This is an optimization exercise on Yosys and OpenROAD, whose aim is small area, not a production implementation. Where RTL was checked, it was by simulation tests only, not by an equivalence proof against the original. Power and IR drop assume default switching activity.

## cedar
// gpio_32_top
module gpio_32_top
(
  input  logic                PCLK,
  input  logic                PRESETn,
  input  logic                PSEL,
  input  logic                PENABLE,
  input  logic                PWRITE,
  input  logic [7:0]          PADDR,
  input  logic [31:0]         PWDATA,
  output logic [31:0]         PRDATA,
  output logic                PREADY,
  output logic                PSLVERR,
  input  logic [gpio_32_pkg::NUM_GPIO-1:0] gpio_in_raw,
  output logic [gpio_32_pkg::NUM_GPIO-1:0] gpio_out,
  output logic [gpio_32_pkg::NUM_GPIO-1:0] gpio_oe,
  output logic                gpio_irq
);
For scale: roughly 850 flip-flops, about 0.038 mm² of cells after synthesis.
==> module gpio_debounce, before the edit <==
module gpio_debounce
(
  input  logic                PCLK,
  input  logic                PRESETn,
  input  logic                sync_en,
  input  logic                pin_raw,
  input  logic [gpio_32_pkg::DB_CNT_W-1:0] db_nt,
  output logic                pin_stb,
  output logic                pin_nchg
);
  localparam int W = gpio_32_pkg::DB_CNT_W;
  logic          meta_r;
  logic          sync_r;
  logic          stb_r;
  logic [W-1:0]  cnt_r;    
  logic [W-1:0]  cnt_d;
  logic [W:0]    ge_s;     
  logic [W-1:0]  cy_s;     
  logic          hit_s;
  logic          clr_s;
  logic          nflip_s;
  logic          nchg_r;
  gpio_g_or u_ge0 (.a(cnt_r[0]), .b(db_nt[0]), .y(ge_s[1]));
  for (genvar i = 1; i < W; i++) begin : g_cmp
    gpio_g_maj u_maj (.a(cnt_r[i]), .b(ge_s[i]), .c(db_nt[i]), .y(ge_s[i+1]));
  end
  assign hit_s = ge_s[W];
  gpio_g_orn u_b0 (.a(cnt_r[0]), .b(clr_s), .y(cnt_d[0]));
  assign cy_s[1] = cnt_r[0];
  for (genvar i = 1; i < W - 1; i++) begin : g_inc
    logic nor_s;
    gpio_g_and  u_c (.a(cnt_r[i]), .b(cy_s[i]), .y(cy_s[i+1]));
    gpio_g_nor  u_o (.a(cnt_r[i]), .b(cy_s[i]), .y(nor_s));
    gpio_g_nor3 u_d (.a(nor_s), .b(cy_s[i+1]), .c(clr_s), .y(cnt_d[i]));
  end
  gpio_g_xor_clr u_bw (.a(cnt_r[W-1]), .b(cy_s[W-1]), .c(clr_s), .y(cnt_d[W-1]));
  logic nsync_s;
  logic ndiff_s;
  logic stb_d;
  gpio_g_nand u_ns   (.a(sync_r), .b(sync_en), .y(nsync_s));
  gpio_g_xor  u_nd   (.a(nsync_s), .b(stb_r), .y(ndiff_s));
  gpio_g_or   u_clr  (.a(ndiff_s), .b(hit_s), .y(clr_s));
  gpio_g_orn  u_nflp (.a(hit_s), .b(ndiff_s), .y(nflip_s));
  gpio_g_xnor_clr u_stb (.a(stb_r), .b(nflip_s), .c(PRESETn), .y(stb_d));
  always_ff @(posedge PCLK) begin
    meta_r <= pin_raw;
    sync_r <= meta_r;
    stb_r  <= stb_d;
    nchg_r <= nflip_s;
    cnt_r  <= cnt_d;
  end
  assign pin_stb = stb_r;
  assign pin_nchg = nchg_r;
endmodule
==> module gpio_32_top, before the edit <==
module gpio_32_top
(
  input  logic                PCLK,
  input  logic                PRESETn,
  input  logic                PSEL,
  input  logic                PENABLE,
  input  logic                PWRITE,
  input  logic [7:0]          PADDR,
  input  logic [31:0]         PWDATA,
  output logic [31:0]         PRDATA,
  output logic                PREADY,
  output logic                PSLVERR,
  input  logic [gpio_32_pkg::NUM_GPIO-1:0] gpio_in_raw,
  output logic [gpio_32_pkg::NUM_GPIO-1:0] gpio_out,
  output logic [gpio_32_pkg::NUM_GPIO-1:0] gpio_oe,
  output logic                gpio_irq
);
  logic [31:0]         dir_r;
  logic [31:0]         out_r;
  logic [31:0]         mask_r;
  logic [31:0]         status_r;
  logic [31:0]         status_d;
  logic [31:0]         type_r;
  logic [31:0]         pol_r;
  logic [gpio_32_pkg::DB_CNT_W-1:0] db_cfg_r;
  logic [gpio_32_pkg::DB_CNT_W-1:0] db_nt_s;
  logic                rst_d1_r;
  logic                rst_d2_r;
  logic                sync_en_s;
  logic [31:0]         stb_s;
  logic [31:0]         nchg_s;
  logic [31:0]         wdata_s;
  logic [2:0]          idx_s;
  logic                in_range_s;
  logic                wr_en_s;
  logic                rd_en_s;
  logic [7:0]          sel_s;
  logic [7:0]          ld_s;
  logic [7:0]          rd_sel_s;
  assign idx_s      = PADDR[4:2];
  assign in_range_s = (PADDR[7:5] == 3'b000);
  assign wr_en_s    = PENABLE & PWRITE & in_range_s;
  assign rd_en_s    = PSEL & ~PWRITE & in_range_s;
  always_comb begin
    sel_s = 8'h00;
    sel_s[idx_s] = 1'b1;
  end
  assign ld_s     = {8{PRESETn}} | ({8{wr_en_s}} & sel_s);
  assign wdata_s  = PWDATA & {32{~PRESETn}};
  assign rd_sel_s = {8{rd_en_s}} & sel_s;
  always_ff @(posedge PCLK) begin
    rst_d1_r <= PRESETn;
    rst_d2_r <= rst_d1_r;
  end
  assign sync_en_s = ~(rst_d1_r | rst_d2_r);
  assign db_nt_s = ~db_cfg_r;
  for (genvar g = 0; g < gpio_32_pkg::NUM_GPIO; g++) begin : g_pin
    gpio_debounce u_db (
      .PCLK      (PCLK),
      .PRESETn   (PRESETn),
      .sync_en   (sync_en_s),
      .pin_raw   (gpio_in_raw[g]),
      .db_nt     (db_nt_s),
      .pin_stb   (stb_s[g]),
      .pin_nchg  (nchg_s[g])
    );
    gpio_stat_bit u_st (
      .st     (status_r[g]),
      .in_lvl (stb_s[g]),
      .in_nchg (nchg_s[g]),
      .pol    (pol_r[g]),
      .typ    (type_r[g]),
      .wdat   (PWDATA[g]),
      .wclr   (wr_en_s & sel_s[4]),
      .rst    (PRESETn),
      .st_d   (status_d[g])
    );
    if (g < gpio_32_pkg::DB_CNT_W) begin : g_rd8
      gpio_rd8 u_rd (
        .sel (rd_sel_s),
        .dat ({db_cfg_r[g % gpio_32_pkg::DB_CNT_W], pol_r[g], type_r[g], status_r[g],
               mask_r[g], stb_s[g], out_r[g], dir_r[g]}),
        .y   (PRDATA[g])
      );
    end else begin : g_rd7
      gpio_rd7 u_rd (
        .sel (rd_sel_s[6:0]),
        .dat ({pol_r[g], type_r[g], status_r[g], mask_r[g], stb_s[g], out_r[g], dir_r[g]}),
        .y   (PRDATA[g])
      );
    end
  end
  always_ff @(posedge PCLK) begin
    if (ld_s[0]) dir_r    <= wdata_s;
    if (ld_s[1]) out_r    <= wdata_s;
    if (ld_s[3]) mask_r   <= wdata_s;
    if (ld_s[5]) type_r   <= wdata_s;
    if (ld_s[6]) pol_r    <= wdata_s;
    if (ld_s[7]) db_cfg_r <= wdata_s[15:0];
    status_r <= status_d;
  end
  assign PREADY   = 1'b1;
  assign PSLVERR  = PSEL & PENABLE & ~in_range_s;
  assign gpio_out = out_r;
  assign gpio_oe  = dir_r;
  assign gpio_irq = |(status_r & mask_r);
endmodule
clock: 10.0 ns
lec_check: 0
cap_margin: 10
core_margin: 2
core_utilization: 70
cts_cluster_diameter: 90
cts_cluster_size: 30
slew_margin: 10
synth_hierarchical: 1
synth_minimum_keep_size: 0
standard.sh (not shown) runs the stock make flow with config.mk's settings and CLKGATE_MAP_FILE= SYNTH_SCRIPT=/design/flow/synth_recipe.tcl, a recipe that flattens the netlist after the stock synthesis.
==> flow/flow/run.sh <==
#!/bin/bash
# Layout flow: the standard synthesis unchanged, then the standard
# ORFS layout with these changes:
#   - ports are buffered with the smallest buffer (buf_1) instead of the
#     default choice;
#   - clock tree synthesis inserts no dummy loads (clkload cells);
#   - after floorplan, combinational cells that synthesis upsized are set back
#     to their smallest drive strength (flip-flops are left as they are);
#     the later repair steps upsize again wherever slew, load or timing need it.
# Each step's full output goes to its own log file in this folder.
set -euo pipefail
here=$(pwd)
bash standard.sh synth > "$here/flow_synth.log" 2>&1
bash standard.sh \
  "BUFFER_PORTS_ARGS=-buffer_cell sky130_fd_sc_hd__buf_1" \
  "POST_FLOORPLAN_TCL=$here/flow/downsize.tcl" \
  "CTS_ARGS=-sink_clustering_enable -repair_clock_nets -sink_clustering_size 30 -sink_clustering_max_diameter 90 -dont_use_dummy_load" \
  finish > "$here/flow_layout.log" 2>&1
==> flow/flow/downsize.tcl <==
# Set every combinational standard cell to the smallest drive strength of its
# family (same function and pins). Flip-flops keep the cell synthesis gave them.
set db [ord::get_db]
set block [[$db getChip] getBlock]
set n_swapped 0
set area_before 0.0
set area_after 0.0
foreach inst [$block getInsts] {
  set master [$inst getMaster]
  set name [$master getName]
  if {![regexp {^(sky130_fd_sc_hd__[a-z0-9]+)_([0-9]+)$} $name -> base size]} { continue }
  if {[regexp {df|dl|sdf|edf|tap|fill|decap|conb|clkbuf|clkinv|clkdly|dlygate|diode} $base]} { continue }
  set best ""
  set best_area 0
  foreach sz {0 1 2} {
    if {$sz >= $size} { break }
    set cand [$db findMaster "${base}_${sz}"]
    if {$cand eq "NULL" || $cand eq ""} { continue }
    set a [expr {[$cand getWidth] * [$cand getHeight]}]
    set cur [expr {[$master getWidth] * [$master getHeight]}]
    if {$a < $cur && ($best eq "" || $a <= $best_area)} {
      set best $cand
      set best_area $a
    }
  }
  if {$best ne ""} {
    set area_before [expr {$area_before + [$master getWidth] * [$master getHeight] / 1e6}]
    set area_after [expr {$area_after + $best_area / 1e6}]
    $inst swapMaster $best
    incr n_swapped
  }
}
puts "downsize: swapped $n_swapped instances, area $area_before -> $area_after um2"
Edits applied to the flow inputs when going from cedar to pepper:
-- flow/design.v --
<<< cedar, line 50
  assign y = ~((a ^ b) | c);
endmodule
module gpio_g_orn (input logic a, b, output logic y);
  assign y = ~a | b;
>>> pepper, line 50
  assign y = ~((a ^ b) | c);
endmodule
module gpio_g_andn (input logic a, b, output logic y);
  assign y = ~a & b;
endmodule
module gpio_g_orn (input logic a, b, output logic y);
  assign y = ~a | b;
<<< cedar, line 62
  input  logic                sync_en,
  input  logic                pin_raw,
  input  logic [gpio_32_pkg::DB_CNT_W-1:0] db_nt,
  output logic                pin_stb,
>>> pepper, line 65
  input  logic                sync_en,
  input  logic                pin_raw,
  input  logic                db_t0,
  input  logic [gpio_32_pkg::DB_CNT_W-1:0] db_nt,
  output logic                pin_stb,
<<< cedar, line 71
  logic          stb_r;
  logic [W-1:0]  cnt_r;    
  logic [W-1:0]  cnt_d;
  logic [W:0]    ge_s;     
>>> pepper, line 75
  logic          stb_r;
  logic [W-1:0]  cnt_r;    
  logic [W-1:0]  cnt_s;    
  logic [W-1:0]  cnt_d;
  logic [W:0]    ge_s;     
<<< cedar, line 78
  logic          nflip_s;
  logic          nchg_r;
  gpio_g_or u_ge0 (.a(cnt_r[0]), .b(db_nt[0]), .y(ge_s[1]));
  for (genvar i = 1; i < W; i++) begin : g_cmp
    gpio_g_maj u_maj (.a(cnt_r[i]), .b(ge_s[i]), .c(db_nt[i]), .y(ge_s[i+1]));
  end
  assign hit_s = ge_s[W];
  gpio_g_orn u_b0 (.a(cnt_r[0]), .b(clr_s), .y(cnt_d[0]));
  assign cy_s[1] = cnt_r[0];
  for (genvar i = 1; i < W - 1; i++) begin : g_inc
    logic nor_s;
    gpio_g_and  u_c (.a(cnt_r[i]), .b(cy_s[i]), .y(cy_s[i+1]));
>>> pepper, line 83
  logic          nflip_s;
  logic          nchg_r;
  assign ge_s[0] = 1'b1;
  gpio_g_nand u_ge0 (.a(cnt_r[0]), .b(db_t0), .y(ge_s[1]));   
  for (genvar i = 1; i < W; i++) begin : g_cmp
    gpio_g_maj u_maj (.a(cnt_s[i]), .b(ge_s[i]), .c(db_nt[i]), .y(ge_s[i+1]));
  end
  assign hit_s = ge_s[W];
  gpio_g_nor u_b0 (.a(cnt_r[0]), .b(clr_s), .y(cnt_d[0]));
  assign cnt_s = {cnt_r[W-1:1], ~cnt_r[0]};
  assign cy_s[0] = 1'b1;
  assign cy_s[1] = cnt_s[0];
  if (1) begin : g_b1
    logic nor_s;
    gpio_g_andn u_c (.a(cnt_r[0]), .b(cnt_r[1]), .y(cy_s[2]));
    gpio_g_andn u_o (.a(cnt_r[1]), .b(cnt_r[0]), .y(nor_s));
    gpio_g_nor3 u_d (.a(nor_s), .b(cy_s[2]), .c(clr_s), .y(cnt_d[1]));
  end
  for (genvar i = 2; i < W - 1; i++) begin : g_inc
    logic nor_s;
    gpio_g_and  u_c (.a(cnt_r[i]), .b(cy_s[i]), .y(cy_s[i+1]));
<<< cedar, line 91
    gpio_g_nor3 u_d (.a(nor_s), .b(cy_s[i+1]), .c(clr_s), .y(cnt_d[i]));
  end
  gpio_g_xor_clr u_bw (.a(cnt_r[W-1]), .b(cy_s[W-1]), .c(clr_s), .y(cnt_d[W-1]));
  logic nsync_s;
  logic ndiff_s;
>>> pepper, line 105
    gpio_g_nor3 u_d (.a(nor_s), .b(cy_s[i+1]), .c(clr_s), .y(cnt_d[i]));
  end
  if (1) begin : g_bw
    logic nor_s;
    gpio_g_nor u_o (.a(cnt_r[W-1]), .b(cy_s[W-1]), .y(nor_s));
    gpio_g_nor u_d (.a(nor_s), .b(clr_s), .y(cnt_d[W-1]));
  end
  logic nsync_s;
  logic ndiff_s;
<<< cedar, line 216
      .sync_en   (sync_en_s),
      .pin_raw   (gpio_in_raw[g]),
      .db_nt     (db_nt_s),
      .pin_stb   (stb_s[g]),
>>> pepper, line 234
      .sync_en   (sync_en_s),
      .pin_raw   (gpio_in_raw[g]),
      .db_t0     (db_cfg_r[0]),
      .db_nt     (db_nt_s),
      .pin_stb   (stb_s[g]),
[summary]
Taking cedar as the reference point, the routing usage on met3 of pepper falls by 0.33 points.
pepper vs cedar on sequential share of layout area: pepper is the higher one.
cedar -> pepper: power flat
Sort pepper and cedar by minimum clock period after layout, descending, and pepper comes first.
Comparing cedar with pepper, the fraction of layout cells with a size suffix above 1 came out essentially unchanged.
The clock skew of pepper was superior to that of cedar.
Comparing pepper and cedar, the lower met2 wire length was measured on pepper.
Diff cedar -> pepper | static leakage | up slightly
Per the comparison of pepper with cedar, overall die height went up, internal power contribution has remained practically unchanged, insertion delay to the later sink of the worst-skew pair flat, core outline area moved up.
The RTL of pepper was laid out without a check of its function.

separate check: timing with driven ports:
The results above use ideal ports. As a check the final layouts listed here were re-extracted and re-timed, cells and wires unchanged.
Step 1, drivers: a clkbuf_16 drives PCLK and a buf_2 each remaining input, both assumed.
Step 2 adds t to the input delays and takes it off the output delays; t is the mean of the earliest and latest rising clock arrival at the registers after step 1. Input paths then give back, and output paths get back, about the clock's delay inside the block.
Slacks: no drivers / after step 1 / after step 2; pairs: no drivers / after step 1.
| run | shift t [ns] | setup slack, ns | pins driven straight from the clock port |
|---|---|---|---|
| cedar | 0.631 | 2.595 / 2.595 / 2.595 | 1 |
| pepper | 0.649 | 2.451 / 2.451 / 2.451 | 1 |
After both steps every run listed still meets setup and hold.
